Context: an optimization exercise on an open-source flow, tuned for small area. The choices shown serve that exercise and are no tape-out recipe. Where RTL was checked, it was by simulation tests only, not by an equivalence proof against the original. Function not checked in run 4: the RTL went through the layout flow alone. In every run shown here, the design's own scripts or RTL, not TritonCTS, make the clock network. No driver is modelled on the clock port, so clock power and skew are understated where the tree is cut down; a real chip needs a root buffer or a tree. Power is estimated from default activity; no workload was simulated.

### flow/run.sh
#!/bin/bash
# The standard synthesis and layout (standard.sh), with these changes:
#  - the port buffers are buf_1 cells instead of the resizer's default pick,
#  - the clock tree is built by mytree.tcl in place of clock_tree_synthesis:
#    the clock port drives one clkbuf_8, which drives clkbuf_8 leaves, each
#    leaf driving one cluster of about 15 neighbouring flip-flops,
#  - one tie cell drives all constant outputs (no tie fanout repair),
#  - the buffers ABC adds in synthesis are removed at floorplan (the
#    resizer's repair buffers again where it needs to),
#  - after the standard synthesis, invopt.py removes the inverter pairs that
#    Yosys's full-adder extraction leaves around the adders. Registers are
#    untouched; the result is checked against the synthesized netlist with a
#    combinational equivalence proof (flip-flops cut), and dropped if the
#    proof fails.
# Each tool's output goes to its own log in this folder.
set -euo pipefail
export BUFFER_PORTS_ARGS="-buffer_cell sky130_fd_sc_hd__buf_1"
export REMOVE_ABC_BUFFERS=1
export SKIP_REPAIR_TIE_FANOUT=1
YOSYS="${YOSYS_EXE:-$FLOW_HOME/../tools/install/yosys/bin/yosys}"
R=orfs/results/${FLOW_PLATFORM}/l1_trigger_top/base

bash standard.sh synth > synth.log 2>&1

cp "$R/1_2_yosys.v" synth_netlist.v
if python3 flow/invopt.py synth_netlist.v invopt.v > invopt.log 2>&1 &&
   python3 flow/cut_ffs.py synth_netlist.v eq_a.v >> invopt.log 2>&1 &&
   python3 flow/cut_ffs.py invopt.v eq_b.v >> invopt.log 2>&1; then
  cat > eq.ys <<EOT
read_liberty -ignore_miss_func $FLOW_HOME/platforms/sky130hd/lib/sky130_fd_sc_hd__tt_025C_1v80.lib
read_verilog eq_a.v
rename $FLOW_TOP gold
read_verilog eq_b.v
rename $FLOW_TOP gate
proc
flatten
miter -equiv -flatten -make_assert gold gate miter
hierarchy -top miter
sat -verify -prove-asserts miter
EOT
  if "$YOSYS" -s eq.ys > eq.log 2>&1; then
    echo "invopt netlist proven equivalent; using it" >> invopt.log
    cp invopt.v "$R/1_2_yosys.v"
    rm -f "$R/1_synth.odb" "$R/1_synth.sdc"
  else
    echo "equivalence proof failed; keeping the synthesized netlist" >> invopt.log
  fi
fi

# Layout: ORFS's scripts, with cts.tcl's clock_tree_synthesis call replaced
rm -rf myscripts
cp -r "$FLOW_HOME/scripts" myscripts
python3 - <<'PY'
p = "myscripts/cts.tcl"
s = open(p).read()
old = "log_cmd clock_tree_synthesis {*}$cts_args"
assert s.count(old) == 1
s = s.replace(old, "source $::env(MYTREE_TCL)\n"
              "mytree_build sky130_fd_sc_hd__clkbuf_8 sky130_fd_sc_hd__clkbuf_8 15\n"
              "set_propagated_clock [all_clocks]")
open(p, "w").write(s)
PY
export MYTREE_TCL="$PWD/flow/mytree.tcl"
SCRIPTS_DIR="$PWD/myscripts" bash standard.sh > flow.log 2>&1
### flow/cut_ffs.py
#!/usr/bin/env python3
"""Cut every flip-flop of a flat gate netlist into ports (Q an input, D and DE
outputs, numbered by instance name), so two netlists with the same registers can
be compared combinationally.

usage: cut_ffs.py IN.v OUT.v
"""
import re, sys
src = open(sys.argv[1]).read()
cell_re = re.compile(r"^\s*(sky130_fd_sc_hd__\w+)\s+(\S+)\s*\((.*?)\);\s*$", re.S | re.M)
pin_re = re.compile(r"\.(\w+)\(\s*(.*?)\s*\)(?=\s*,|\s*$)", re.S)
ffs = []
def sub(m):
    t = m.group(1)
    if re.search(r"__(e?dfxtp|dfrtp|dfstp|dfbbp|edfxbp|dfxbp|sdf\w*)_\d+$", t):
        pins = dict(pin_re.findall(m.group(3)))
        ffs.append((m.group(2), t, {k: v.strip() for k, v in pins.items()}))
        return ""
    return m.group(0)
body = cell_re.sub(sub, src)
ffs.sort()
extra_ports, decls, assigns = [], [], []
for k, (name, t, pins) in enumerate(ffs):
    q = pins.get("Q")
    extra_ports.append(f"ffq_{k}")
    decls.append(f"  input ffq_{k};")
    assigns.append(f"  assign {q} = ffq_{k};")
    for p in ("D", "DE"):
        if p in pins:
            extra_ports.append(f"ff{p.lower()}_{k}")
            decls.append(f"  output ff{p.lower()}_{k};")
            assigns.append(f"  assign ff{p.lower()}_{k} = {pins[p]} ;")
body = re.sub(r"^(module\s+\S+\s*\()", lambda m: m.group(1) + ", ".join(extra_ports) + ", ", body, count=1, flags=re.M)
body = body.replace("endmodule", "\n".join(decls + assigns) + "\nendmodule", 1)
open(sys.argv[2], "w").write(body)
print(len(ffs), "flops cut", file=sys.stderr)
### flow/invopt.py
#!/usr/bin/env python3
"""Inverter clean-up around full adders in a flat gate netlist.

A full adder is self-dual: FA(~a, ~b, ~c) = ~FA(a, b, c) on both outputs. Yosys's
adder extraction often leaves full adders fed and followed by inverters. This pass
removes every plain inverter, chooses for each full adder whether it works on its
inputs or on their complements (flipping both outputs), greedily so that the fewest
nets need an inverted copy, and puts back one inverter per net that still needs one.
Registers and all other cells are left as they are.

usage: invopt.py IN.v OUT.v
"""
import re
import sys
from collections import defaultdict

OUT_PINS = {"X", "Y", "Q", "Q_N", "COUT", "SUM", "HI", "LO"}
src = open(sys.argv[1]).read()

mod = re.search(r"^module\s+(\S+)\s*\((.*?)\);", src, re.S | re.M)
ports = {p.strip() for p in mod.group(2).split(",")}
port_bits = set()
for m in re.finditer(r"^\s*(input|output|inout)\s+(\[(\d+):(\d+)\]\s+)?(\S+)\s*;", src, re.M):
    name = m.group(5)
    if m.group(2):
        hi, lo = int(m.group(3)), int(m.group(4))
        for i in range(min(hi, lo), max(hi, lo) + 1):
            port_bits.add(f"{name}[{i}]")
    port_bits.add(name)

cell_re = re.compile(r"^\s*(sky130_fd_sc_hd__\w+)\s+(\S+)\s*\((.*?)\);\s*$", re.S | re.M)
pin_re = re.compile(r"\.(\w+)\(\s*(.*?)\s*\)(?=\s*,|\s*$)", re.S)


def norm(net):
    net = net.strip()
    return net


cells = []
for m in cell_re.finditer(src):
    pins = {p: norm(n) for p, n in pin_re.findall(m.group(3))}
    cells.append({"type": m.group(1), "name": m.group(2), "pins": pins, "span": m.span()})

is_inv = lambda c: re.fullmatch(r"sky130_fd_sc_hd__inv_\d+", c["type"]) is not None
is_fa = lambda c: re.fullmatch(r"sky130_fd_sc_hd__fa_\d+", c["type"]) is not None

# inverters we may remove: output not a port
inv_of = {}  # out net -> in net
removable = set()
for i, c in enumerate(cells):
    if is_inv(c) and c["pins"]["Y"] not in port_bits:
        inv_of[c["pins"]["Y"]] = c["pins"]["A"]
        removable.add(i)


def literal(net):
    pol = 0
    seen = 0
    while net in inv_of and seen < 100:
        net = inv_of[net]
        pol ^= 1
        seen += 1
    return net, pol


# consumers: (cell index, pin) -> (root, need)
cons = []  # list of [cell, pin, root, need]
for i, c in enumerate(cells):
    if i in removable:
        continue
    for p, n in c["pins"].items():
        if p in OUT_PINS:
            continue
        if re.fullmatch(r"\d+'[bh][0-9a-fA-F]+", n):
            continue
        r, need = literal(n)
        cons.append([i, p, r, need])

# output ports driven through removable inverters must stay positive
port_need = []
for pb in port_bits:
    if pb in inv_of:
        r, need = literal(pb)
        port_need.append((pb, r, need))

fa_idx = [i for i, c in enumerate(cells) if is_fa(c)]
fa_out = {}
for i in fa_idx:
    for p in ("COUT", "SUM"):
        fa_out[cells[i]["pins"][p]] = i
flip = {i: 0 for i in fa_idx}
# an FA whose output is a port (or feeds a port through inverters) keeps its polarity
fixed = set()
for i in fa_idx:
    for p in ("COUT", "SUM"):
        if cells[i]["pins"][p] in port_bits:
            fixed.add(i)

by_root = defaultdict(list)
for k, (i, p, r, need) in enumerate(cons):
    by_root[r].append(k)
port_by_root = defaultdict(list)
for pb, r, need in port_need:
    port_by_root[r].append(need)


def carried(r):
    i = fa_out.get(r)
    return flip[i] if i is not None else 0


def root_cost(r):
    c = carried(r)
    needs = set()
    for k in by_root[r]:
        i, p, _, need = cons[k]
        if i in flip:
            need ^= flip[i]
        needs.add(need)
    for need in port_by_root[r]:
        needs.add(need)
    return 1 if (needs - {c}) else 0


def fa_roots(i):
    rs = set()
    for p, n in cells[i]["pins"].items():
        if p in OUT_PINS:
            rs.add(n)
        else:
            rs.add(literal(n)[0])
    return rs


total = sum(root_cost(r) for r in set(by_root) | set(port_by_root))
before_invs = len(removable)
changed = True
rounds = 0
while changed and rounds < 50:
    changed = False
    rounds += 1
    for i in fa_idx:
        if i in fixed:
            continue
        rs = fa_roots(i)
        old = sum(root_cost(r) for r in rs)
        flip[i] ^= 1
        new = sum(root_cost(r) for r in rs)
        if new < old:
            total += new - old
            changed = True
        else:
            flip[i] ^= 1

# build the new netlist
out_parts = []
new_wires = []
inv_net = {}
n_new = 0


def net_for(r, need):
    global n_new
    if need == carried(r):
        return r
    if r not in inv_net:
        n_new += 1
        w = f"_invopt_{n_new}_"
        inv_net[r] = w
        new_wires.append(w)
    return inv_net[r]


conn = {}
for k, (i, p, r, need) in enumerate(cons):
    if i in flip:
        need ^= flip[i]
    conn[(i, p)] = net_for(r, need)
port_drv = {}
for pb, r, need in port_need:
    port_drv[pb] = net_for(r, need)

pos = 0
text = []
for i, c in enumerate(cells):
    s, e = c["span"]
    text.append(src[pos:s])
    pos = e
    if i in removable:
        continue
    pins = []
    for p, n in c["pins"].items():
        pins.append(f"    .{p}({conn.get((i, p), n)} )")
    text.append(f"  {c['type']} {c['name']} (\n" + ",\n".join(pins) + "\n  );")
rest = src[pos:]
extra = []
for r, w in inv_net.items():
    extra.append(f"  sky130_fd_sc_hd__inv_1 {w}cell (\n    .A({r} ),\n    .Y({w} )\n  );")
for pb, n in port_drv.items():
    extra.append(f"  assign {pb} = {n};")
rest = rest.replace("endmodule", "\n".join(extra) + "\nendmodule", 1)
body = "".join(text) + rest
# declare the new wires after the module header's declarations
decl = "".join(f"  wire {w};\n" for w in new_wires)
body = re.sub(r"(^module\s+\S+\s*\(.*?\);\n)", lambda m: m.group(1) + decl, body, count=1, flags=re.S | re.M)
open(sys.argv[2], "w").write(body)
print(f"invopt: {before_invs} removable inverters, {len(inv_net)} after; {sum(flip.values())} full adders flipped", file=sys.stderr)
### flow/mytree.tcl
# A two-level clock tree: the clock port drives one root buffer, which drives
# a few leaf buffers, each driving the flip-flops of one placement cluster
# (k-means on the flip-flop locations). Replaces clock_tree_synthesis.
proc mytree_build { leaf_cell root_cell per_leaf } {
  set db [ord::get_db]
  set block [ord::get_db_block]
  set clk_port [$block findBTerm aclk]
  set clk_net [$clk_port getNet]
  set sinks {}
  foreach it [$clk_net getITerms] {
    if { [$it isInputSignal] && [[$it getInst] isPlaced] } { lappend sinks $it }
  }
  set n [llength $sinks]
  set k [expr { int(ceil(double($n) / $per_leaf)) }]
  if { $k < 1 } { set k 1 }
  set xs {}; set ys {}
  foreach it $sinks {
    set box [[$it getInst] getBBox]
    lappend xs [expr { ([$box xMin] + [$box xMax]) / 2.0 }]
    lappend ys [expr { ([$box yMin] + [$box yMax]) / 2.0 }]
  }
  # k-means, seeded along the sorted x order
  set order [lsort -indices -real $xs]
  set cx {}; set cy {}
  for {set c 0} {$c < $k} {incr c} {
    set i [lindex $order [expr { int(($c + 0.5) * $n / $k) }]]
    lappend cx [lindex $xs $i]; lappend cy [lindex $ys $i]
  }
  set cap [expr { int(ceil(double($n) / $k)) + 2 }]
  for {set iter 0} {$iter < 30} {incr iter} {
    # balanced assignment: nearest centre with room, sinks in order of distance gap
    set asg [lrepeat $n -1]
    set cnt [lrepeat $k 0]
    set pairs {}
    for {set i 0} {$i < $n} {incr i} {
      for {set c 0} {$c < $k} {incr c} {
        set d [expr { abs([lindex $xs $i] - [lindex $cx $c]) + abs([lindex $ys $i] - [lindex $cy $c]) }]
        lappend pairs [list $d $i $c]
      }
    }
    foreach p [lsort -real -index 0 $pairs] {
      lassign $p d i c
      if { [lindex $asg $i] >= 0 } { continue }
      if { [lindex $cnt $c] >= $cap } { continue }
      lset asg $i $c
      lset cnt $c [expr { [lindex $cnt $c] + 1 }]
    }
    set sx [lrepeat $k 0.0]; set sy [lrepeat $k 0.0]
    for {set i 0} {$i < $n} {incr i} {
      set c [lindex $asg $i]
      lset sx $c [expr { [lindex $sx $c] + [lindex $xs $i] }]
      lset sy $c [expr { [lindex $sy $c] + [lindex $ys $i] }]
    }
    for {set c 0} {$c < $k} {incr c} {
      if { [lindex $cnt $c] > 0 } {
        lset cx $c [expr { [lindex $sx $c] / [lindex $cnt $c] }]
        lset cy $c [expr { [lindex $sy $c] / [lindex $cnt $c] }]
      }
    }
  }
  set leaf_m [$db findMaster $leaf_cell]
  set root_m [$db findMaster $root_cell]
  set root [odb::dbInst_create $block $root_m "clktree_root"]
  set root_net [odb::dbNet_create $block "clktree_root_net"]
  $root_net setSigType CLOCK
  [$root findITerm A] connect $clk_net
  [$root findITerm X] connect $root_net
  set rx 0.0; set ry 0.0
  for {set c 0} {$c < $k} {incr c} {
    set leaf [odb::dbInst_create $block $leaf_m "clktree_leaf_$c"]
    set net [odb::dbNet_create $block "clktree_net_$c"]
    $net setSigType CLOCK
    [$leaf findITerm A] connect $root_net
    [$leaf findITerm X] connect $net
    $leaf setLocation [expr { int([lindex $cx $c]) }] [expr { int([lindex $cy $c]) }]
    $leaf setPlacementStatus PLACED
    set rx [expr { $rx + [lindex $cx $c] / $k }]
    set ry [expr { $ry + [lindex $cy $c] / $k }]
    for {set i 0} {$i < $n} {incr i} {
      if { [lindex $asg $i] == $c } {
        set it [lindex $sinks $i]
        $it disconnect
        $it connect $net
      }
    }
  }
  $root setLocation [expr { int($rx) }] [expr { int($ry) }]
  $root setPlacementStatus PLACED
  puts "mytree: $n sinks, $k leaves of $leaf_cell, root $root_cell"
}
### standard.sh
#!/bin/bash
# synth_recipe.tcl (not shown) runs the flow's synth.tcl, then flattens the netlist and writes it again
# the make line also repeats each setting of config.mk as NAME=value (left out here)
make -C /OpenROAD-flow-scripts/flow DESIGN_CONFIG=/design/flow/config.mk WORK_HOME=/design/flow/orfs CLKGATE_MAP_FILE= SYNTH_SCRIPT=/design/flow/synth_recipe.tcl "${@:-finish}"
### config.mk
export PLATFORM = sky130hd
export DESIGN_NAME = l1_trigger_top
export DESIGN_NICKNAME = l1_trigger_top
export VERILOG_FILES = /design/flow/design.v
export SDC_FILE = /design/flow/constraint.sdc
export NUM_CORES = 4
export LEC_CHECK = 0
export CAP_MARGIN = 20
export CORE_MARGIN = 2
export CORE_UTILIZATION = 80
export PLACE_DENSITY = 0.88
export SLEW_MARGIN = 20
### constraint.sdc
create_clock -name core_clock -period 5.0 [get_ports {aclk}]
set_input_delay 1.0000 -clock core_clock [delete_from_list [all_inputs] [get_ports {aclk}]]
set_output_delay 1.0000 -clock core_clock [all_outputs]
set_load 0.01 [all_outputs]
### design.v
`timescale 1ns/100ps
package l1_trig_pkg;
    localparam int NUM_CHANNELS = 4;
    localparam int NUM_BEAMS    = 2;
    localparam int SAMPLE_W = 5;
    localparam int BSUM_W   = 7;
    localparam int POWER_W  = 18;
    localparam int LOW_W    = 12;
    localparam int ROOT_W   = 7;
    localparam int CNT_W    = 6;
    localparam int HOLDOFF_CLOCKS     = 16;
    localparam int HOLDOFF_W          = $clog2(HOLDOFF_CLOCKS + 1);
    localparam int RATE_PERIOD_CLOCKS = 1024;
    localparam int WINDOW_W           = $clog2(RATE_PERIOD_CLOCKS);
    localparam int AXIL_ADDR_W = 8;
    localparam int AXIL_DATA_W = 32;
    localparam logic [AXIL_ADDR_W-1:0] REG_CTRL    = 8'h00;
    localparam logic [AXIL_ADDR_W-1:0] REG_THRESH0 = 8'h10;
    localparam logic [AXIL_ADDR_W-1:0] REG_THRESH1 = 8'h14;
    localparam logic [AXIL_ADDR_W-1:0] REG_COUNT0  = 8'h20;
    localparam logic [AXIL_ADDR_W-1:0] REG_COUNT1  = 8'h24;
    function automatic logic [1:0] fa(input logic a, input logic b, input logic c);
        fa = 2'(a) + 2'(b) + 2'(c);
    endfunction
    function automatic logic maj(input logic a, input logic b, input logic c);
        maj = (a & b) | (a & c) | (b & c);
    endfunction
endpackage
`timescale 1ns/100ps
module beam_former (
    input  logic                                                aclk,
    input  logic                                                rst_n_i,
    input  logic [l1_trig_pkg::NUM_CHANNELS*l1_trig_pkg::SAMPLE_W-1:0] samples_i,
    output logic [l1_trig_pkg::NUM_BEAMS*l1_trig_pkg::BSUM_W-1:0]      beam_sums_o
);
    localparam int BSUM_W = l1_trig_pkg::BSUM_W;
    logic [4:0] b0, b1, b2, b3;
    logic [4:0] p3;
    logic [5:0] p2;
    logic [6:0] p1;
    logic [5:0] p2_next;
    logic [6:0] p1_next;
    logic [6:0] sum0;
    logic [6:0] sum1;
    assign b0 = samples_i[4:0]   ^ 5'h10;
    assign b1 = samples_i[9:5]   ^ 5'h10;
    assign b2 = samples_i[14:10] ^ 5'h10;
    assign b3 = samples_i[19:15] ^ 5'h10;
    always_comb begin
        logic [1:0] t;
        logic       c;
        c = 1'b0;
        for (int i = 0; i < 5; i++) begin
            t = l1_trig_pkg::fa(p3[i], b2[i], c);
            p2_next[i] = t[0];
            c = t[1];
        end
        p2_next[5] = c;
        c = 1'b0;
        for (int i = 0; i < 5; i++) begin
            t = l1_trig_pkg::fa(p2[i], b1[i], c);
            p1_next[i] = t[0];
            c = t[1];
        end
        t = l1_trig_pkg::fa(p2[5], c, 1'b0);
        p1_next[5] = t[0];
        p1_next[6] = t[1];
        c = 1'b0;
        for (int i = 0; i < 5; i++) begin
            t = l1_trig_pkg::fa(p1[i], b0[i], c);
            sum1[i] = t[0];
            c = t[1];
        end
        t = l1_trig_pkg::fa(p1[5], c, 1'b0);
        sum1[5] = t[0];
        sum1[6] = p1[6] ^ t[1];
    end
    always_comb begin
        logic [1:0] t;
        logic [4:0] s1, c1;
        logic [5:0] s2, c2;
        logic [5:0] ra, rb, rc;
        for (int i = 0; i < 5; i++) begin
            t = l1_trig_pkg::fa(b0[i], b1[i], b2[i]);
            s1[i] = t[0];
            c1[i] = t[1];
        end
        ra = {1'b0, s1};
        rb = {c1, 1'b0};
        rc = {1'b0, b3};
        for (int i = 0; i < 6; i++) begin
            t = l1_trig_pkg::fa(ra[i], rb[i], rc[i]);
            s2[i] = t[0];
            c2[i] = t[1];
        end
        sum0 = 7'(s2) + {c2, 1'b0};
    end
    always_ff @(posedge aclk) begin
        if (!rst_n_i) begin
            p3 <= 5'd16;
            p2 <= 6'd32;
            p1 <= 7'd48;
        end else begin
            p3 <= b3;
            p2 <= p2_next;
            p1 <= p1_next;
        end
    end
    assign beam_sums_o[0*BSUM_W +: BSUM_W] = sum0;
    assign beam_sums_o[1*BSUM_W +: BSUM_W] = sum1;
endmodule
`timescale 1ns/100ps
module beam_discriminator (
    input  logic                                                aclk,
    input  logic                                                rst_n_i,
    input  logic [l1_trig_pkg::NUM_BEAMS*l1_trig_pkg::BSUM_W-1:0]  beam_sums_i,
    input  logic [l1_trig_pkg::NUM_BEAMS*l1_trig_pkg::ROOT_W-1:0]  root_use_n_i,
    output logic [l1_trig_pkg::NUM_BEAMS-1:0]                      raw_trig_o
);
    localparam int NUM_BEAMS = l1_trig_pkg::NUM_BEAMS;
    localparam int BSUM_W    = l1_trig_pkg::BSUM_W;
    localparam int ROOT_W    = l1_trig_pkg::ROOT_W;
    logic [NUM_BEAMS-1:0] decide;
    logic [NUM_BEAMS-1:0] decide_q1;
    logic [NUM_BEAMS-1:0] decide_q2;
    always_comb begin
        logic [BSUM_W-1:0] u;
        logic [ROOT_W-1:0] nr;
        logic              c;
        for (int b = 0; b < NUM_BEAMS; b++) begin
            u  = beam_sums_i[b*BSUM_W +: BSUM_W];
            nr = root_use_n_i[b*ROOT_W +: ROOT_W];
            c  = !u[6];
            for (int i = 0; i < 6; i++) begin
                c = l1_trig_pkg::maj(u[i] ^ !u[6], nr[i], c);
            end
            decide[b] = c && nr[6];
        end
    end
    always_ff @(posedge aclk) begin
        decide_q1  <= decide & {NUM_BEAMS{rst_n_i}};
        decide_q2  <= decide_q1 & {NUM_BEAMS{rst_n_i}};
        raw_trig_o <= decide_q2 & {NUM_BEAMS{rst_n_i}};
    end
endmodule
`timescale 1ns/100ps
module trigger_rate_counter (
    input  logic                                              aclk,
    input  logic                                              rst_n_i,
    input  logic [l1_trig_pkg::NUM_BEAMS-1:0]                    raw_trig_i,
    input  logic                                              rate_start_i,
    output logic [l1_trig_pkg::NUM_BEAMS-1:0]                    trigger_o,
    output logic [l1_trig_pkg::NUM_BEAMS*l1_trig_pkg::CNT_W-1:0] counts_o,
    output logic                                              count_done_o
);
    localparam int NUM_BEAMS = l1_trig_pkg::NUM_BEAMS;
    localparam int CNT_W     = l1_trig_pkg::CNT_W;
    localparam int WINDOW_W  = l1_trig_pkg::WINDOW_W;
    logic [NUM_BEAMS-1:0][4:0]       served;
    logic [NUM_BEAMS-1:0][CNT_W-1:0] counts;
    logic [WINDOW_W:0]               window;
    logic                            window_run;
    logic                            clear;
    assign counts_o     = counts;
    assign window_run   = !window[WINDOW_W];
    assign count_done_o = window[WINDOW_W] && !window[0];
    assign clear        = rate_start_i || !rst_n_i;
    always_comb begin
        for (int b = 0; b < NUM_BEAMS; b++) begin
            trigger_o[b] = raw_trig_i[b] && served[b][4];
        end
    end
    always_ff @(posedge aclk) begin
        for (int b = 0; b < NUM_BEAMS; b++) begin
            logic       c;
            logic [4:0] nxt;
            c = !served[b][4];
            for (int i = 0; i < 4; i++) begin
                nxt[i] = served[b][i] ^ c;
                c      = served[b][i] & c;
            end
            nxt[4] = served[b][4] | c;
            if (clear) begin
                served[b] <= 5'b10000;
            end else if (trigger_o[b]) begin
                served[b] <= 5'b00000;
            end else begin
                served[b] <= nxt;
            end
        end
    end
    always_ff @(posedge aclk) begin
        logic              c;
        logic [WINDOW_W:0] nxt;
        c = window_run;
        for (int i = 0; i < WINDOW_W; i++) begin
            nxt[i] = window[i] ^ c;
            c      = window[i] & c;
        end
        nxt[WINDOW_W] = window[WINDOW_W] | c;
        if (!rst_n_i) begin
            window <= (WINDOW_W+1)'(1025);
        end else if (rate_start_i) begin
            window <= '0;
        end else begin
            window <= nxt;
        end
    end
    always_ff @(posedge aclk) begin
        for (int b = 0; b < NUM_BEAMS; b++) begin
            logic             c;
            logic [CNT_W-1:0] nxt;
            c = window_run && trigger_o[b];
            for (int i = 0; i < CNT_W; i++) begin
                nxt[i] = counts[b][i] ^ c;
                c      = counts[b][i] & c;
            end
            counts[b] <= clear ? '0 : nxt;
        end
    end
endmodule
`timescale 1ns/100ps
module l1_trigger_regs (
    input  logic                                                aclk,
    input  logic                                                rst_n_i,
    input  logic                                                awvalid_i,
    input  logic [l1_trig_pkg::AXIL_ADDR_W-1:0]                    awaddr_i,
    input  logic                                                wvalid_i,
    input  logic [l1_trig_pkg::POWER_W-1:0]                        wdata_i,
    input  logic [2:0]                                          wstrb_i,
    input  logic                                                bready_i,
    input  logic                                                arvalid_i,
    input  logic [l1_trig_pkg::AXIL_ADDR_W-1:0]                    araddr_i,
    input  logic                                                rready_i,
    output logic                                                awready_o,
    output logic                                                wready_o,
    output logic                                                bvalid_o,
    output logic [1:0]                                          bresp_o,
    output logic                                                arready_o,
    output logic                                                rvalid_o,
    output logic [l1_trig_pkg::AXIL_DATA_W-1:0]                    rdata_o,
    output logic [1:0]                                          rresp_o,
    output logic [l1_trig_pkg::NUM_BEAMS*l1_trig_pkg::ROOT_W-1:0]  root_use_n_o,
    output logic                                                rate_start_o,
    input  logic [l1_trig_pkg::NUM_BEAMS*l1_trig_pkg::CNT_W-1:0]   counts_i,
    input  logic                                                count_done_i
);
    localparam int NUM_BEAMS   = l1_trig_pkg::NUM_BEAMS;
    localparam int POWER_W     = l1_trig_pkg::POWER_W;
    localparam int LOW_W       = l1_trig_pkg::LOW_W;
    localparam int ROOT_W      = l1_trig_pkg::ROOT_W;
    localparam int CNT_W       = l1_trig_pkg::CNT_W;
    localparam int AXIL_DATA_W = l1_trig_pkg::AXIL_DATA_W;
    localparam logic [7:0] REG_CTRL    = l1_trig_pkg::REG_CTRL;
    localparam logic [7:0] REG_THRESH0 = l1_trig_pkg::REG_THRESH0;
    localparam logic [7:0] REG_THRESH1 = l1_trig_pkg::REG_THRESH1;
    localparam logic [7:0] REG_COUNT0  = l1_trig_pkg::REG_COUNT0;
    localparam logic [7:0] REG_COUNT1  = l1_trig_pkg::REG_COUNT1;
    localparam logic [ROOT_W-1:0] ROOT_NEVER = ROOT_W'(64);
    logic                              wr_accept;
    logic                              rd_accept;
    logic                              bvalid;
    logic                              rvalid;
    logic                              ctrl_wr;
    logic                              update_now;
    logic [NUM_BEAMS-1:0][POWER_W-1:0] thresh_stage;
    logic [NUM_BEAMS-1:0]              thresh_sel;
    logic [NUM_BEAMS-1:0][2:0]         stage_we;
    logic [POWER_W-1:0]                stage_d;
    logic                              rd_en;
    logic [POWER_W-1:0]                rd_data_next;
    logic [POWER_W-1:0]                rdata;
    assign wr_accept     = awvalid_i && wvalid_i && !bvalid;
    assign ctrl_wr       = wr_accept && (awaddr_i == REG_CTRL) && wstrb_i[0];
    assign update_now    = ctrl_wr && wdata_i[1];
    assign thresh_sel[0] = wr_accept && (awaddr_i == REG_THRESH0);
    assign thresh_sel[1] = wr_accept && (awaddr_i == REG_THRESH1);
    always_ff @(posedge aclk) begin
        if (!rst_n_i) begin
            bvalid <= 1'b0;
        end else if (wr_accept) begin
            bvalid <= 1'b1;
        end else if (bready_i) begin
            bvalid <= 1'b0;
        end
    end
    always_ff @(posedge aclk) begin
        if (!rst_n_i) begin
            rate_start_o <= 1'b0;
        end else begin
            rate_start_o <= ctrl_wr && wdata_i[0];
        end
    end
    always_comb begin
        for (int b = 0; b < NUM_BEAMS; b++) begin
            for (int l = 0; l < 3; l++) begin
                stage_we[b][l] = (thresh_sel[b] && wstrb_i[l]) || !rst_n_i;
            end
        end
        stage_d = wdata_i | {POWER_W{!rst_n_i}};
    end
    always_ff @(posedge aclk) begin
        for (int b = 0; b < NUM_BEAMS; b++) begin
            if (stage_we[b][0]) thresh_stage[b][7:0]          <= stage_d[7:0];
            if (stage_we[b][1]) thresh_stage[b][15:8]         <= stage_d[15:8];
            if (stage_we[b][2]) thresh_stage[b][POWER_W-1:16] <= stage_d[POWER_W-1:16];
        end
    end
    function automatic logic [7:0] add8(input logic [7:0] x, input logic [7:0] y);
        logic [1:0] t;
        logic       c;
        c = 1'b0;
        for (int i = 0; i < 8; i++) begin
            t = l1_trig_pkg::fa(x[i], y[i], c);
            add8[i] = t[0];
            c = t[1];
        end
    endfunction
    logic [NUM_BEAMS-1:0]              wrote;
    logic [POWER_W-1:6]                lvl_hi;
    logic                              hi_zero;
    logic [2:0]                        a0;
    logic [3:0]                        a1;
    logic [4:0]                        a2;
    logic [5:3]                        rt_hi;
    logic [5:3]                        rt_hi_q;
    logic [3:0]                        a2_q;
    logic                              hi_zero_q;
    logic [5:0]                        lvl_lo;
    logic [5:0]                        a3;
    logic [6:0]                        a4;
    logic [7:0]                        a5;
    logic [2:0]                        rt_lo;
    logic [ROOT_W-1:0]                 nroot_new;
    logic [NUM_BEAMS-1:0][ROOT_W-1:0]  nroot_stage;
    logic [NUM_BEAMS-1:0][ROOT_W-1:0]  nroot_next;
    logic [NUM_BEAMS-1:0][ROOT_W-1:0]  nroot_use;
    always_comb begin
        logic [POWER_W-1:6] cur;
        cur = awaddr_i[2] ? thresh_stage[1][POWER_W-1:6] : thresh_stage[0][POWER_W-1:6];
        lvl_hi[7:6]          = wstrb_i[0] ? wdata_i[7:6]          : cur[7:6];
        lvl_hi[15:8]         = wstrb_i[1] ? wdata_i[15:8]         : cur[15:8];
        lvl_hi[POWER_W-1:16] = wstrb_i[2] ? wdata_i[POWER_W-1:16] : cur[POWER_W-1:16];
    end
    assign hi_zero  = (lvl_hi[POWER_W-1:LOW_W] == '0);
    assign a0       = {1'b0, lvl_hi[11:10]} + 3'b111;
    assign rt_hi[5] = !a0[2];
    assign a1       = 4'(add8(8'({a0[1:0], lvl_hi[9:8]}), 8'({rt_hi[5], 1'b0, 2'b11})));
    assign rt_hi[4] = !a1[3];
    assign a2       = 5'(add8(8'({a1[2:0], lvl_hi[7:6]}), 8'({rt_hi[4], rt_hi[5:4] ^ {2{rt_hi[4]}}, 2'b11})));
    assign rt_hi[3] = !a2[4];
    always_ff @(posedge aclk) begin
        rt_hi_q   <= rt_hi;
        a2_q      <= a2[3:0];
        hi_zero_q <= hi_zero;
    end
    assign lvl_lo    = wrote[1] ? thresh_stage[1][5:0] : thresh_stage[0][5:0];
    assign a3        = {a2_q, lvl_lo[5:4]} + {rt_hi_q[3], rt_hi_q[5:3] ^ {3{rt_hi_q[3]}}, 2'b11};
    assign rt_lo[2]  = !a3[5];
    assign a4        = {a3[4:0], lvl_lo[3:2]} + {rt_lo[2], {rt_hi_q, rt_lo[2]} ^ {4{rt_lo[2]}}, 2'b11};
    assign rt_lo[1]  = !a4[6];
    assign a5        = {a4[5:0], lvl_lo[1:0]} + {rt_lo[1], {rt_hi_q, rt_lo[2:1]} ^ {5{rt_lo[1]}}, 2'b11};
    assign rt_lo[0]  = !a5[7];
    assign nroot_new = hi_zero_q ? {1'b1, ~rt_hi_q, ~rt_lo} : ~ROOT_NEVER;
    always_ff @(posedge aclk) begin
        wrote <= thresh_sel & {NUM_BEAMS{rst_n_i}};
        for (int b = 0; b < NUM_BEAMS; b++) begin
            if (wrote[b] || !rst_n_i) begin
                nroot_stage[b] <= {nroot_new[6] && rst_n_i, nroot_new[5:0] | {6{!rst_n_i}}};
            end
        end
    end
    assign nroot_use    = update_now ? nroot_stage : nroot_next;
    assign root_use_n_o = nroot_use;
    always_ff @(posedge aclk) begin
        for (int b = 0; b < NUM_BEAMS; b++) begin
            nroot_next[b] <= {nroot_use[b][6] && rst_n_i, nroot_use[b][5:0] | {6{!rst_n_i}}};
        end
    end
    assign rd_accept = arvalid_i && !rvalid;
    always_comb begin
        case (araddr_i)
            REG_CTRL:    rd_data_next = POWER_W'(count_done_i);
            REG_THRESH0: rd_data_next = thresh_stage[0];
            REG_THRESH1: rd_data_next = thresh_stage[1];
            REG_COUNT0:  rd_data_next = POWER_W'(counts_i[0*CNT_W +: CNT_W]);
            REG_COUNT1:  rd_data_next = POWER_W'(counts_i[1*CNT_W +: CNT_W]);
            default:     rd_data_next = '0;
        endcase
        rd_data_next = rd_data_next & {POWER_W{rst_n_i}};
    end
    assign rd_en = rd_accept || !rst_n_i;
    always_ff @(posedge aclk) begin
        if (rd_en) begin
            rdata <= rd_data_next;
        end
    end
    always_ff @(posedge aclk) begin
        if (!rst_n_i) begin
            rvalid <= 1'b0;
        end else if (rd_accept) begin
            rvalid <= 1'b1;
        end else if (rready_i) begin
            rvalid <= 1'b0;
        end
    end
    assign awready_o = wr_accept;
    assign wready_o  = wr_accept;
    assign bvalid_o  = bvalid;
    assign bresp_o   = 2'b00;
    assign arready_o = !rvalid;
    assign rvalid_o  = rvalid;
    assign rdata_o   = AXIL_DATA_W'(rdata);
    assign rresp_o   = 2'b00;
endmodule
`timescale 1ns/100ps
module l1_trigger_top (
    input  logic        aclk,
    input  logic        rst_n_i,
    input  logic [19:0] samples_i,
    input  logic        s_axil_awvalid,
    input  logic [7:0]  s_axil_awaddr,
    input  logic        s_axil_wvalid,
    input  logic [31:0] s_axil_wdata,
    input  logic [3:0]  s_axil_wstrb,
    input  logic        s_axil_bready,
    input  logic        s_axil_arvalid,
    input  logic [7:0]  s_axil_araddr,
    input  logic        s_axil_rready,
    output logic        s_axil_awready,
    output logic        s_axil_wready,
    output logic        s_axil_bvalid,
    output logic [1:0]  s_axil_bresp,
    output logic        s_axil_arready,
    output logic        s_axil_rvalid,
    output logic [31:0] s_axil_rdata,
    output logic [1:0]  s_axil_rresp,
    output logic [1:0]  trigger_o
);
    localparam int NUM_BEAMS = l1_trig_pkg::NUM_BEAMS;
    localparam int BSUM_W    = l1_trig_pkg::BSUM_W;
    localparam int CNT_W     = l1_trig_pkg::CNT_W;
    localparam int ROOT_W    = l1_trig_pkg::ROOT_W;
    logic [NUM_BEAMS*ROOT_W-1:0]  root_use_n;
    logic                         rate_start;
    logic [NUM_BEAMS*CNT_W-1:0]   counts;
    logic                         count_done;
    logic [NUM_BEAMS*BSUM_W-1:0]  beam_sums;
    logic [NUM_BEAMS-1:0]         raw_trig;
    l1_trigger_regs l1_trigger_regs_inst (
        .aclk         (aclk),
        .rst_n_i      (rst_n_i),
        .awvalid_i    (s_axil_awvalid),
        .awaddr_i     (s_axil_awaddr),
        .wvalid_i     (s_axil_wvalid),
        .wdata_i      (s_axil_wdata[l1_trig_pkg::POWER_W-1:0]),
        .wstrb_i      (s_axil_wstrb[2:0]),
        .bready_i     (s_axil_bready),
        .arvalid_i    (s_axil_arvalid),
        .araddr_i     (s_axil_araddr),
        .rready_i     (s_axil_rready),
        .awready_o    (s_axil_awready),
        .wready_o     (s_axil_wready),
        .bvalid_o     (s_axil_bvalid),
        .bresp_o      (s_axil_bresp),
        .arready_o    (s_axil_arready),
        .rvalid_o     (s_axil_rvalid),
        .rdata_o      (s_axil_rdata),
        .rresp_o      (s_axil_rresp),
        .root_use_n_o (root_use_n),
        .rate_start_o (rate_start),
        .counts_i     (counts),
        .count_done_i (count_done)
    );
    beam_former beam_former_inst (
        .aclk        (aclk),
        .rst_n_i     (rst_n_i),
        .samples_i   (samples_i),
        .beam_sums_o (beam_sums)
    );
    beam_discriminator beam_discriminator_inst (
        .aclk        (aclk),
        .rst_n_i     (rst_n_i),
        .beam_sums_i (beam_sums),
        .root_use_n_i (root_use_n),
        .raw_trig_o  (raw_trig)
    );
    trigger_rate_counter trigger_rate_counter_inst (
        .aclk         (aclk),
        .rst_n_i      (rst_n_i),
        .raw_trig_i   (raw_trig),
        .rate_start_i (rate_start),
        .trigger_o    (trigger_o),
        .counts_o     (counts),
        .count_done_o (count_done)
    );
endmodule
==> metrics.md, run 1 <==
| Metric | Value |
|---|---|
| Pwr dens | `499.9 mW/mm^2` |
| ANT cells | `0` |
| Worst-path cell chain | `xor2_1, ha_1, a21oi_1, o21ai_1, xnor2_2, xnor2_1, ha_1, a31oi_1, o21ai_0, xnor2_2, xnor2_2, xnor2_1, ha_1, a21o_1, a31oi_1, o21ai_0, xnor2_1, xnor2_1, nand2_1` |
| Crit Path Max Fanout | `5` |
| Final core occ | `86.84%` |
| Commonest non-fill, non-tap cell in the layout | `buf_1` |
| Syn_area_per_cell | `11.26 um^2` |
| Highest-count cells in the layout ignoring fill and taps | `buf_1, dfxtp_1, edfxtp_1` |
| Layout cells sized above 1 | `4.658%` |
| Largest net degree at the start of global routing | `67` |
| Final GP Congestion | `0.8430` |
| VDD IR max | `0.4749 mV` |
| Final antenna-violating net count | `0` |
| Critical path type | `reg -> reg` |
| Max incr delay on CP | `380 ps` |
| Clock Power Share | `14.5%` |
| Req. time, crit path | `5150 ps` |
| Fin Setup TNS | `0 ps` |
| Filler cell count | `477` |
| Final total power | `3.973 mW` |
| Core area | `0.009153 mm^2` |
| Die span in y | `100.7 um` |
| Iteration-0 DRC Markers | `335` |
| First-pass GRT wire length | `23,740 um` |
| Detailed Route WL | `14,700 um` |
| Die area | `0.01014 mm^2` |
| Antenna violations before repair | `0` |
| CP max-delay cell | `dfxtp_1` |
| Fin. max-slew vios | `0` |
| DR vias/cell | `5.982` |
| Port bufs | `88` |
| Total track usage | `29.65%` |
| Tmin final | `4611 ps` |
| YS warnings | `4` |
| Mapped Area | `0.007478 mm^2` |
| # Max-Cap Violations | `0` |
| DR WL/cell | `17.48 um` |
| Detailed Place HPWL | `10,680 um` |
| Cell row count | `35` |
| Slew HR | `42.11%` |
| GR Overflow Total | `0` |
| Initial core utilization | `81.71%` |
| # IOs | `122` |
| Max Fclk | `216.9 MHz` |
| Final hold vios | `0` |
| Worst-path clk slew | `100 ps` |
| P_leak | `3.331 nW` |
| Sw Share | `36.44%` |
| Combinational power share | `49.9%` |
| WP data arrival | `4760 ps` |
| Crit share post-route | `92.22%` |
| Setup crit start kind | `flip-flop` |
| DR DRC count | `0` |
| P_int | `2.525 mW` |
| Worst Tran Pin Value | `868.3 ps` |
| CP endpoint kind | `flip-flop` |
| Die width | `100.7 um` |
| DR vias | `5,031` |
| Vias in the first global route | `5,097` |
| Hold crit path type | `reg -> reg` |
| P_sw | `1.448 mW` |
| Final setup violation count | `0` |
| Latest clock arrival within the worst-skew pair | `430 ps` |
| Flop pwr share | `35.6%` |
| First drt pass iteration count | `5` |
| Status | `no timing/DRC/antenna violations` |
| Skew final | `20.96 ps` |
| Top cell by count, worst path | `xnor2_1` |
| Cells after synthesis | `664` |
| Syn-to-layout area delta | `6.274%` |
| NumNets Final | `888` |
| RSZ-0062 raised after global routing | `no` |
state kept, by name (all words and copies together) (netlist names), 3 cells and up:
name	cells
beam_former_inst.p2	6
l1_trigger_regs_inst.nroot_stage	14
beam_former_inst.p3	5
trigger_rate_counter_inst.served	10
beam_former_inst.p1	7
l1_trigger_regs_inst.a2_q	4
trigger_rate_counter_inst.window	11
l1_trigger_regs_inst.rt_hi_q	3
l1_trigger_regs_inst.rdata	18
l1_trigger_regs_inst.nroot_next	14
l1_trigger_regs_inst.thresh_stage	36
trigger_rate_counter_inst.counts	12
per-stage QoR:
stage / instance area, um^2 / cells / hold WS [ps] / setup slack, ps
floorplan: 7253 / 625 / 411.8 / 513.3
global placement: 7754 / 828 / 418.6 / 232.3
detailed placement: 7756 / 828 / 419.6 / -29.38
CTS: 7921 / 840 / 436.2 / 73.44
global route: 7948 / 841 / 460.7 / 10.17
finish: 7948 / 841 / 432.0 / 389.0
critical path, delay by kind of cell, from the launching register on:
kind	cells	cell delay, ps
compound gates	7	1230
simple gates	1	110
fa+ha+maj	3	990
flops	1	380
xor+xnor	8	1610
worst paths after layout:
check | cells past startpoint | end | slack [ps] | start
hold / removal | 1 | beam_discriminator_inst.raw_trig_o[1] | 430 | beam_discriminator_inst.decide_q2[1]
hold reg to reg | 1 | beam_discriminator_inst.raw_trig_o[1] | 430 | beam_discriminator_inst.decide_q2[1]
setup / recovery | 19 | l1_trigger_regs_inst.nroot_stage[7] | 390 | l1_trigger_regs_inst.rt_hi_q[5]
setup reg to reg | 19 | l1_trigger_regs_inst.nroot_stage[7] | 390 | l1_trigger_regs_inst.rt_hi_q[5]
power by group through the flow:
stage	sequential (mW)	combinational, mW	clock, mW
2_1_floorplan	1.43	1.56	0
3_3_place_gp	1.43	1.78	0
3_5_place_dp	1.44	1.90	0
4_1_cts	1.41	1.93	0.581
5_1_grt	1.42	2.28	0.622
6_report	1.41	1.98	0.576
layout make-up:
cell class,count,area [um^2],area share (%)
Multi-Input combinational cell,438,3417,42.99
Timing Repair Buffer,93,369.1,4.644
Tap cell,111,138.9,1.747
Inverter,35,131.4,1.653
Sequential cell,152,3726,46.88
Buffer,12,165.2,2.078
timing repair:
item                       CTS  global route
gates resized for setup      0             4
hold buffers                 0             0
setup buffers                0             1
setup endpoints to repair    0             2
hold endpoints to repair     0             0
per-layer routing:
| metal | track usage, % | share of wire, % | vias to the layer above | wire, um |
|---|---|---|---|---|
| met5 | 0 | 0 | - | 0 |
| met4 | 8.430 | 2.6 | 0 | 388 |
| met3 | 5.340 | 7.3 | 44 | 1072 |
| met2 | 51.90 | 50 | 186 | 7403 |
| met1 | 37.98 | 40 | 2395 | 5834 |
| li1 | - | - | 2406 | - |
==> run 2, diff against run 1 <==
--- a/config.mk
+++ b/config.mk
@@ -9,4 +9,4 @@
 export CORE_MARGIN = 2
-export CORE_UTILIZATION = 80
-export PLACE_DENSITY = 0.88
+export CORE_UTILIZATION = 86
+export PLACE_DENSITY = 0.92
 export SLEW_MARGIN = 20
==> run 2 against run 1 <==
Against the previous run:
- cell count fell by 0.24%
- maximum frequency down 0.11%
- register-to-register slack about the same
- total power increased by 7.1%
- still clean on timing, DRC and antenna
- sequential share of layout area about the same
- die area down 6.7%
- wire length rose by 24%
- combinational power rose by 14%
- via count is 8.8% higher
- setup slack worse by 5.1 ps
- synthesized cell count stayed put
- first-iteration DRC count increased by 33%
==> metrics.md, run 2 <==
| Metric | Value |
|---|---|
| Final non-filler cell area | `0.007946 mm^2 (about the same)` |
| Final core occ | `92.47% (+5.6 points)` |
| Slew HR | `39.29% (-2.8 points)` |
| Hold crit path type | `reg -> reg` |
| Cells after synthesis | `664 (unchanged)` |
| FF+latch area | `0.003726 mm^2 (unchanged)` |
| Syn-to-layout area delta | `6.257% (about the same)` |
| DR vias/cell | `6.522 (+9.0%)` |
| Reg with most FFs | `l1_trigger_regs_inst.thresh_stage` |
| Largest registers | `l1_trigger_regs_inst.thresh_stage x36, l1_trigger_regs_inst.rdata x18` |
| Worst Tran Pin Value | `909.7 ps (+41.35 ps)` |
| Filler cell count | `301 (-37%)` |
| Die width | `97.25 um (-3.4%)` |
| VDD IR max | `0.7443 mV (+57%)` |
| Setup crit start kind | `flip-flop` |
| Status | `no timing/DRC/antenna violations` |
| Syn_area_per_cell | `11.26 um^2 (unchanged)` |
| Placed cell areas | `0.007747 mm^2 (-0.11%)` |
| Detailed Place HPWL | `12,050 um (+13%)` |
| Skew final | `29.22 ps (+8.255 ps)` |
| Area of the multi-input gates | `0.003412 mm^2 (-0.15%)` |
| # IOs | `122 (unchanged)` |
| Pwr dens | `535.4 mW/mm^2 (+7.1%)` |
| First drt pass iteration count | `5 (unchanged)` |
| DR DRC count | `0 (unchanged)` |
| First-pass GRT wire length | `27,690 um (+17%)` |
| P_leak | `3.330 nW (about the same)` |
| Die span in y | `97.25 um (-3.4%)` |
| Iteration-0 DRC Markers | `447 (+33%)` |
| RR Startpoint | `l1_trigger_regs_inst.wrote[1]` |
| CP endpoint kind | `flip-flop` |
| Final setup violation count | `0 (unchanged)` |
| Crit share post-route | `92.32% (+0.10 points)` |
| End point of the critical path | `l1_trigger_regs_inst.nroot_stage[0]` |
| Final GP Congestion | `0.9374 (+11%)` |
| Critical path type | `reg -> reg` |
| Core area | `0.008593 mm^2 (-6.1%)` |
| Die area | `0.009458 mm^2 (-6.7%)` |
| DR WL/cell | `21.67 um (+24%)` |
| Reg2reg end | `l1_trigger_regs_inst.nroot_stage[0]` |
| ANT cells | `0 (unchanged)` |
| Fin Setup TNS | `0 ps (unchanged)` |
| Detailed Route WL | `18,180 um (+24%)` |
| Fin. max-slew vios | `0 (unchanged)` |
| Initial core utilization | `87.03% (+5.3 points)` |
| Reg2Reg Setup Slack | `380 ps (about the same)` |
| Req. time, crit path | `5140 ps (about the same)` |
| NumNets Final | `889 (+0.11%)` |
| Largest register FFs | `36 (unchanged)` |
| Final antenna-violating net count | `0 (unchanged)` |
| Max Fclk | `216.6 MHz (-0.11%)` |
| WP data arrival | `4760 ps (about the same)` |
| Cell row count | `34 (-2.9%)` |
| DR vias | `5,472 (+8.8%)` |
| Mapped Area | `0.007478 mm^2 (unchanged)` |
| Latest clock arrival within the worst-skew pair | `450 ps (+20 ps)` |
| Antenna violations before repair | `0 (unchanged)` |
| YS warnings | `4 (unchanged)` |
| Placed Cells | `824 (-0.48%)` |
| Worst-path clk slew | `80 ps (-20 ps)` |
| Tmin final | `4616 ps (+5.096 ps)` |
| Fin cells | `839 (-0.24%)` |
| Hold slack | `495.9 ps (+63.92 ps)` |
| Crit Path Max Fanout | `6 (+1)` |
| Vias in the first global route | `5,551 (+8.9%)` |
| Critical Path Start | `l1_trigger_regs_inst.wrote[1]` |
| GR Overflow Total | `0 (unchanged)` |
| Total track usage | `36.71% (+7.1 points)` |
| RSZ-0062 raised after global routing | `no` |
| Final hold vios | `0 (unchanged)` |
| Highest-count cells in the layout ignoring fill and taps | `buf_1, dfxtp_1, edfxtp_1` |
| Worst-case reg-to-reg path depth | `18 (-1)` |
| Port bufs | `88 (unchanged)` |
| # Max-Cap Violations | `0 (unchanged)` |
| Layout cells sized above 1 | `4.788% (+0.13 points)` |
| Commonest non-fill, non-tap cell in the layout | `buf_1` |
| Largest net degree at the start of global routing | `67 (unchanged)` |
==> run 2: power breakdown <==
part | total [mW] | switching [mW] | internal, mW | leakage, nW
registers | 1.42 | 0.0458 | 1.37 | 1.35
logic | 2.25 | 1.16 | 1.09 | 1.89
clock network | 0.584 | 0.370 | 0.215 | 0.0863
==> run 2: what timing repair did <==
action	CTS	global route
resized for setup	0	3
hold buffers	0	0
setup buffers	0	3
setup endpoints to repair	0	2
==> run 2: worst min-delay path by stage <==
stage	slack (ps)	startpoint	to	cells after the start
floorplan	410	beam_discriminator_inst.decide_q1[0]	beam_discriminator_inst.decide_q2[0]	1
global placement	420	beam_discriminator_inst.decide_q1[1]	beam_discriminator_inst.decide_q2[1]	1
detailed placement	440	beam_discriminator_inst.decide_q2[1]	beam_discriminator_inst.raw_trig_o[1]	1
CTS	470	beam_discriminator_inst.decide_q1[0]	beam_discriminator_inst.decide_q2[0]	1
global route	500	beam_discriminator_inst.decide_q1[0]	beam_discriminator_inst.decide_q2[0]	1
finish	500	beam_discriminator_inst.decide_q1[0]	beam_discriminator_inst.decide_q2[0]	1
==> run 2: final cells by class <==
cell class	count	share of cell area [%]
buffer	12	2.078
multi-input combinational	438	42.94
timing repair buffer	94	4.739
inverter	35	1.653
sequential	152	46.89
tap	108	1.701
==> run 2: metrics by stage <==
stage	setup WS (ps)	power [mW]
2_1_floorplan	513.3	2.994
3_3_place_gp	248.5	3.215
3_5_place_dp	79.66	3.381
4_1_cts	213.4	3.948
5_1_grt	42.27	4.501
6_report	383.9	4.255
==> run 2: routing by layer <==
metal	up-vias	share of wire (%)	global-route usage [%]
met5	-	0	0
met4	0	5.7	12.82
met3	103	8.2	3.885
met2	344	50	65.76
met1	2626	36	46.95
li1	2399	-	-
==> run 2: worst max-delay path, stage by stage (launching register included) <==
cell	delay, ps
dfxtp_2	470
mux2i_4	360
a21bo_2	190
o21ai_1	100
xnor2_2	330
xnor2_1	130
ha_1	360
a31oi_1	290
o21ai_0	170
xnor2_1	310
xnor2_2	160
xnor2_1	150
ha_1	320
a21o_1	180
a31oi_1	160
o21ai_0	150
xnor2_1	220
xnor2_1	150
nand2_1	110
==> run 3, diff against run 2 <==
--- a/flow/run.sh
+++ b/flow/run.sh
@@ -58,3 +58,3 @@
 s = s.replace(old, "source $::env(MYTREE_TCL)\n"
-              "mytree_build sky130_fd_sc_hd__clkbuf_8 sky130_fd_sc_hd__clkbuf_8 15\n"
+              "mytree_build sky130_fd_sc_hd__clkbuf_4 sky130_fd_sc_hd__clkbuf_8 9\n"
               "set_propagated_clock [all_clocks]")
--- a/config.mk
+++ b/config.mk
@@ -9,4 +9,4 @@
 export CORE_MARGIN = 2
-export CORE_UTILIZATION = 86
-export PLACE_DENSITY = 0.92
+export CORE_UTILIZATION = 80
+export PLACE_DENSITY = 0.88
 export SLEW_MARGIN = 20
==> run 3 against run 2 <==
Against the previous run:
- still clean
- area after synthesis did not move
- via count decreased by 8.0%
- total power down 6.2%
- combinational power fell by 9.3%
- setup slack worse by 34 ps
- synthesized cell count is the same
- register-to-register slack worse by 30 ps
- wire length shrank 20%
- hold slack lost 64 ps
- global-route usage shrank 7.1 points
==> metrics.md, run 3 <==
| Metric | Value |
|---|---|
| Final hold vios | `0 (unchanged)` |
| Detailed Route WL | `14,600 um (-20%)` |
| Die area | `0.01014 mm^2 (+7.2%)` |
| Final total power | `3.991 mW (-6.2%)` |
| VDD IR max | `0.5096 mV (-32%)` |
| Layout cells sized above 1 | `5.427% (+0.64 points)` |
| Crit share post-route | `93.01% (+0.69 points)` |
| Dpl ws | `-29.38 ps (-109.0 ps)` |
| Detailed Place HPWL | `10,680 um (-11%)` |
| Fin. max-slew vios | `0 (unchanged)` |
| GR Overflow Total | `0 (unchanged)` |
| Pwr dens | `503.3 mW/mm^2 (-6.0%)` |
| Reg2reg end | `l1_trigger_regs_inst.nroot_stage[7]` |
| Filler cell count | `488 (+62%)` |
| Commonest non-fill, non-tap cell in the layout | `buf_1` |
| RR Startpoint | `l1_trigger_regs_inst.wrote[1]` |
| # IOs | `122 (unchanged)` |
| Fin cells | `848 (+1.1%)` |
| Mapped Area | `0.007478 mm^2 (unchanged)` |
| Core area | `0.009153 mm^2 (+6.5%)` |
| Largest net degree at the start of global routing | `67 (unchanged)` |
| Sw Share | `37.04% (about the same)` |
| Combinational power share | `51.2% (-1.8 points)` |
| Crit Path Max Fanout | `6 (unchanged)` |
| Largest registers | `l1_trigger_regs_inst.thresh_stage x36, l1_trigger_regs_inst.rdata x18` |
| Final core occ | `86.64% (-5.8 points)` |
| Final antenna-violating net count | `0 (unchanged)` |
| Cell row count | `35 (+2.9%)` |
| Reg with most FFs | `l1_trigger_regs_inst.thresh_stage` |
| DR vias/cell | `5.939 (-8.9%)` |
| Die width | `100.7 um (+3.5%)` |
| Largest register FFs | `36 (unchanged)` |
| YS warnings | `4 (unchanged)` |
| Final setup violation count | `0 (unchanged)` |
| Worst Tran Pin Value | `825.4 ps (-84.25 ps)` |
| ANT cells | `0 (unchanged)` |
| Highest-count cells in the layout ignoring fill and taps | `buf_1, dfxtp_1, edfxtp_1` |
| P_int | `2.513 mW (-6.2%)` |
| Iteration-0 DRC Markers | `253 (-43%)` |
| Latest clock arrival within the worst-skew pair | `450 ps (about the same)` |
| Tmin final | `4650 ps (+34.28 ps)` |
| P_sw | `1.478 mW (-6.2%)` |
| Clock Power Share | `13.4% (-0.3 points)` |
| Slew HR | `44.97% (+5.7 points)` |
| Skew final | `62.22 ps (+33.00 ps)` |
| Critical path type | `reg -> reg` |
| Critical Path Start | `l1_trigger_regs_inst.wrote[1]` |
| Final GP Congestion | `0.8430 (-10%)` |
| Syn_area_per_cell | `11.26 um^2 (unchanged)` |
| Status | `no timing/DRC/antenna violations` |
| Setup crit start kind | `flip-flop` |
| Hold crit path type | `reg -> reg` |
| Fin worst setup slack | `349.7 ps (-34.28 ps)` |
| Port bufs | `88 (unchanged)` |
| Worst-path clk slew | `120 ps (+40 ps)` |
| Worst-case reg-to-reg path depth | `18 (unchanged)` |
| Placed Cells | `828 (+0.49%)` |
| Die span in y | `100.7 um (+3.5%)` |
| DR DRC count | `0 (unchanged)` |
| DR WL/cell | `17.22 um (-21%)` |
| First drt pass iteration count | `5 (unchanged)` |
| Initial core utilization | `81.71% (-5.3 points)` |
| NumNets Final | `895 (+0.67%)` |
| Hold slack | `431.6 ps (-64.31 ps)` |
| Max Fclk | `215.0 MHz (-0.74%)` |
| P_leak | `3.335 nW (+0.14%)` |
| CP endpoint kind | `flip-flop` |
| Reg2Reg Setup Slack | `350 ps (-30 ps)` |
| Antenna violations before repair | `0 (unchanged)` |
| DR vias | `5,036 (-8.0%)` |
| End point of the critical path | `l1_trigger_regs_inst.nroot_stage[7]` |
| First-pass GRT wire length | `23,810 um (-14%)` |
| RSZ-0062 raised after global routing | `no` |
| Req. time, crit path | `5170 ps (+30 ps)` |
| Total track usage | `29.60% (-7.1 points)` |
| WP data arrival | `4820 ps (+60 ps)` |
| Cells after synthesis | `664 (unchanged)` |
| Syn-to-layout area delta | `6.040%` |
| Flop pwr share | `35.4% (+2.1 points)` |
| # Max-Cap Violations | `0 (unchanged)` |
| Vias in the first global route | `5,175 (-6.8%)` |
-- run 3: routing by layer --
layer / up-vias / track usage [%] / routed length (um)
met3: 34 / 5.756 / 1011
met4: 0 / 7.798 / 279
met5: - / 0 / 0
met2: 185 / 52.10 / 7454
met1: 2398 / 37.63 / 5855
li1: 2419 / - / -
-- run 3: per-stage QoR --
stage / TNS (ps) / area, um^2
floorplan: 0 / 7253
global placement: 0 / 7754
detailed placement: -29.38 / 7756
CTS: 0 / 7898
global route: 0 / 7930
finish: 0 / 7930
-- run 3: repair_timing --
item	4_1_cts	5_1_grt
hold buffers	0	0
gates resized for setup	0	3
endpoints found under the hold margin	0	0
setup endpoints to repair	0	2
setup buffers	0	2
-- run 3: worst max-delay path, cell delays in order, from the launching register on --
cell     delay, ps
dfxtp_1        560
mux2i_4        380
a21bo_2        200
o21ai_1        110
xnor2_2        220
xnor2_1        160
ha_1           290
a31oi_1        330
o21ai_0        230
xnor2_2        210
xnor2_2        310
xnor2_1        190
ha_1           280
a21o_1         180
a31oi_1        140
o21ai_0        130
xnor2_1        230
xnor2_1        140
nand2_1        110
-- run 3: layout make-up --
class / count / area [um^2] / area share (%)
Buffer: 18 / 141.4 / 1.783
Inverter: 35 / 131.4 / 1.657
Multi-Input combinational cell: 438 / 3417 / 43.09
Sequential cell: 152 / 3725 / 46.97
Tap cell: 111 / 138.9 / 1.751
Timing Repair Buffer: 94 / 376.6 / 4.749
-- run 3: power by group through the flow --
stage	logic [mW]	registers [mW]	clock network (mW)
after floorplan	1.56	1.43	0
after global placement	1.78	1.43	0
after detailed placement	1.90	1.44	0
after CTS	1.95	1.41	0.542
after global routing	2.30	1.42	0.587
final	2.04	1.41	0.534
-- run 3: worst min path at each step --
stage	from	endpoint	slack (ps)	depth (start not counted)
finish	beam_discriminator_inst.decide_q1[1]	beam_discriminator_inst.decide_q2[1]	430	1
global route	beam_discriminator_inst.decide_q1[1]	beam_discriminator_inst.decide_q2[1]	460	1
CTS	beam_discriminator_inst.decide_q1[1]	beam_discriminator_inst.decide_q2[1]	440	1
detailed placement	beam_discriminator_inst.decide_q2[1]	beam_discriminator_inst.raw_trig_o[1]	420	1
global placement	beam_discriminator_inst.decide_q2[1]	beam_discriminator_inst.raw_trig_o[1]	420	1
floorplan	beam_discriminator_inst.decide_q1[0]	beam_discriminator_inst.decide_q2[0]	410	1
==> run 4, diff against run 3 <==
--- a/design.v
+++ b/design.v
@@ -82,2 +82,3 @@
         logic [5:0] ra, rb, rc;
+        logic       c;
         for (int i = 0; i < 5; i++) begin
@@ -95,3 +96,10 @@
         end
-        sum0 = 7'(s2) + {c2, 1'b0};
+        sum0[0] = s2[0];
+        c = 1'b0;
+        for (int i = 1; i < 6; i++) begin
+            t = l1_trig_pkg::fa(s2[i], c2[i-1], c);
+            sum0[i] = t[0];
+            c = t[1];
+        end
+        sum0[6] = c2[5] ^ c;
     end
--- a/flow/run.sh
+++ b/flow/run.sh
@@ -58,3 +58,3 @@
 s = s.replace(old, "source $::env(MYTREE_TCL)\n"
-              "mytree_build sky130_fd_sc_hd__clkbuf_4 sky130_fd_sc_hd__clkbuf_8 9\n"
+              "mytree_build sky130_fd_sc_hd__clkbuf_8 sky130_fd_sc_hd__clkbuf_8 15\n"
               "set_propagated_clock [all_clocks]")
==> run 4 against run 3 <==
Against the previous run:
- first-iteration DRC count grew 28%
- register-to-register slack lost 160 ps
- critical path depth grew 1
==> metrics.md, run 4 <==
| Metric | Value |
|---|---|
| CP endpoint kind | `flip-flop` |
| VDD IR max | `0.5346 mV (+4.9%)` |
| Status | `no timing/DRC/antenna violations` |
| DR WL/cell | `17.97 um (+4.4%)` |
| Die span in y | `100.8 um (about the same)` |
| Reg with most FFs | `l1_trigger_regs_inst.thresh_stage` |
| NumNets Final | `900 (+0.56%)` |
| Critical path type | `reg -> reg` |
| Vias in the first global route | `5,430 (+4.9%)` |
| Max Fclk | `207.8 MHz (-3.4%)` |
| First-pass GRT wire length | `24,710 um (+3.8%)` |
| Total track usage | `30.93% (+1.3 points)` |
| Final non-filler cell area | `0.008109 mm^2 (+2.3%)` |
| Clock Power Share | `14.1% (+0.7 points)` |
| P_int | `2.590 mW (+3.1%)` |
| FF+latch area | `0.003725 mm^2 (unchanged)` |
| Initial core utilization | `81.85% (+0.14 points)` |
| Worst Tran Pin Value | `822.1 ps (-3.309 ps)` |
| Pwr dens | `498.1 mW/mm^2 (-1.0%)` |
| Die width | `100.8 um (about the same)` |
| Detailed Place HPWL | `11,230 um (+5.2%)` |
| # Max-Cap Violations | `0 (unchanged)` |
| Hold Crit Start | `beam_discriminator_inst.decide_q2[0]` |
| Crit share post-route | `96.25% (+3.2 points)` |
| DR vias/cell | `6.001 (+1.1%)` |
| WP data arrival | `4960 ps (+140 ps)` |
| Latest clock arrival within the worst-skew pair | `430 ps (-20 ps)` |
| Core area | `0.009153 mm^2 (unchanged)` |
| Final core occ | `88.60% (+2.0 points)` |
| ANT cells | `0 (unchanged)` |
| Hold slack | `448.0 ps (+16.42 ps)` |
| Fin. max-slew vios | `0 (unchanged)` |
| Detailed Route WL | `15,340 um (+5.1%)` |
| Syn-to-layout area delta | `8.251%` |
| GR Overflow Total | `0 (unchanged)` |
| DR DRC count | `0 (unchanged)` |
| Req. time, crit path | `5150 ps (-20 ps)` |
| Reg2Reg Setup Slack | `190 ps (-160 ps)` |
| First drt pass iteration count | `5 (unchanged)` |
| Area of the multi-input gates | `0.003396 mm^2 (-0.62%)` |
| Final setup violation count | `0 (unchanged)` |
| Setup crit start kind | `flip-flop` |
| Worst hold path stage count | `1 (unchanged)` |
| RSZ-0062 raised after global routing | `no` |
| Tmin final | `4813 ps (+162.4 ps)` |
| # IOs | `122 (unchanged)` |
| Syn_area_per_cell | `11.40 um^2 (+1.2%)` |
| DR vias | `5,125 (+1.8%)` |
| Hold-fix buffers at CTS | `0 (unchanged)` |
| Hold EP | `beam_discriminator_inst.raw_trig_o[0]` |
| Final total power | `4.039 mW (+1.2%)` |
| Worst-path clk slew | `90 ps (-30 ps)` |
| Crit Path Max Fanout | `5 (-1)` |
| Flop pwr share | `35.0% (-0.4 points)` |
| Commonest non-fill, non-tap cell in the layout | `buf_1` |
| Iteration-0 DRC Markers | `323 (+28%)` |
| Cells after synthesis | `657 (-1.1%)` |
| Largest register FFs | `36 (unchanged)` |
| Skew final | `24.77 ps (-37.45 ps)` |
| Slew HR | `44.82% (-0.15 points)` |
| Final GP Congestion | `0.8254 (-2.1%)` |
| Filler cell count | `443 (-9.2%)` |
| Mapped Area | `0.007491 mm^2 (+0.17%)` |
| RR Startpoint | `l1_trigger_regs_inst.rt_hi_q[3]` |
| Reg2reg end | `l1_trigger_regs_inst.nroot_stage[0]` |
| YS warnings | `4 (unchanged)` |
| Highest-count cells in the layout ignoring fill and taps | `buf_1, dfxtp_1, edfxtp_1` |
| Largest registers | `l1_trigger_regs_inst.thresh_stage x36, l1_trigger_regs_inst.rdata x18` |
| Combinational power share | `51.0% (-0.2 points)` |
| Final antenna-violating net count | `0 (unchanged)` |
| Placed cell areas | `0.007915 mm^2 (+2.0%)` |
| P_leak | `3.325 nW (-0.28%)` |
| Antenna violations before repair | `0 (unchanged)` |
| Port bufs | `88 (unchanged)` |
| Layout cells sized above 1 | `7.672% (+2.2 points)` |
| Die area | `0.01015 mm^2 (+0.16%)` |
| Sw Share | `35.88% (-1.2 points)` |
| Worst-case reg-to-reg path depth | `19 (+1)` |
| Cell row count | `35 (unchanged)` |
| Final hold vios | `0 (unchanged)` |
| P_sw | `1.449 mW (-2.0%)` |
| Largest net degree at the start of global routing | `40 (-40%)` |
| Hold crit path type | `reg -> reg` |
[run 4: layer usage]
layer  vias up  global-route usage [%]  routed length, um
met5         -                       0                  0
met4         0                   8.641                392
met3        42                   3.329                994
met2       214                   58.15               8067
met1      2452                   37.54               5890
li1       2417                       -                  -
[run 4: repair_timing]
action / in CTS / in global routing
setup endpoints to repair: 0 / 3
resized for setup: 0 / 4
buffers inserted: 0 / 2
endpoints found under the hold margin: 0 / 0
[run 4: critical path, stage by stage (launching register included)]
cell	delay [ps]
dfxtp_1	480
xor2_1	190
ha_1	290
a31o_2	260
a21oi_2	190
xor2_1	220
ha_1	310
a31oi_1	350
o21bai_1	100
a21oi_1	340
xnor2_2	180
xnor2_2	230
xnor2_1	180
ha_1	270
a21o_1	180
a21o_1	190
a21oi_1	190
xnor2_1	160
xnor2_1	150
nand2_1	90
[run 4: how the worst max path moves through the flow]
| stage | startpoint | to | slack [ps] | cells past startpoint |
|---|---|---|---|---|
| 2_1_floorplan | samples_i[1] | beam_discriminator_inst.decide_q1[0] | 30 | 12 |
| 3_3_place_gp | samples_i[1] | beam_discriminator_inst.decide_q1[0] | -230 | 14 |
| 3_5_place_dp | samples_i[1] | beam_discriminator_inst.decide_q1[0] | -280 | 14 |
| 4_1_cts | samples_i[1] | beam_discriminator_inst.decide_q1[0] | 130 | 14 |
| 5_1_grt | l1_trigger_regs_inst.rt_hi_q[3] | l1_trigger_regs_inst.nroot_stage[0] | 7 | 19 |
| 6_report | l1_trigger_regs_inst.rt_hi_q[3] | l1_trigger_regs_inst.nroot_stage[0] | 190 | 19 |
[run 4: area by class of cell]
type / instances / area share [%]
Buffer: 12 / 2.037
Inverter: 40 / 1.852
Multi-Input combinational cell: 424 / 41.88
Sequential cell: 152 / 45.93
Tap cell: 111 / 1.713
Timing Repair Buffer: 115 / 6.588
[run 4: stage by stage]
step                setup slack (ps)  cells  setup TNS, ps
global placement              -232.3    840         -232.3
global route                   6.869    854              0
floorplan                      25.25    616              0
CTS                            131.2    852              0
detailed placement            -277.7    840         -411.8
finish                         187.3    854              0
[run 4: power by group through the flow]
stage	sequential, mW	clock [mW]	combinational [mW]
6_report	1.41	0.568	2.06
2_1_floorplan	1.43	0	1.39
4_1_cts	1.41	0.573	1.85
3_5_place_dp	1.44	0	1.80
3_3_place_gp	1.43	0	1.65
5_1_grt	1.42	0.621	2.25

==> static timing again, ports no longer ideal <==
How much do the figures lean on ideal ports? The routed layouts below were timed once more, with nothing changed but the port constraints.
Step 1 (the two cells are an assumption about what drives the block):
set clk [get_ports {aclk}]
set_driving_cell -lib_cell sky130_fd_sc_hd__clkbuf_16 $clk
set_driving_cell -lib_cell sky130_fd_sc_hd__buf_2 [delete_from_list [all_inputs] $clk]
Step 2 times the ports against the registers' clock, not the clock port: input delays grow and output delays shrink by t, the midpoint of the rising clock arrivals with the driver on.
a / b / c = ideal ports / drivers / drivers and shift; a / b = the first two.
run | t, ns | setup slack, ns | worst setup path after step 2 | worst register clock-pin slew, ns | pins driven straight from the clock port
run 1 | 0.456 | 0.389 / 0.389 / -0.029 | input to register | 0.10 / 0.10 | 1
run 2 | 0.466 | 0.384 / 0.384 / 0.013 | input to register | 0.11 / 0.11 | 1
run 3 | 0.454 | 0.350 / 0.350 / 0.002 | input to register | 0.12 / 0.12 | 1
run 4 | 0.442 | 0.187 / 0.187 / -0.232 | input to register | 0.09 / 0.09 | 1
Met with ideal ports but missed after step 2: setup timing in run 1 and run 4. The setup slack of run 4, which loses most, moves by 0.000 ns with the drivers and by -0.419 ns with both steps.
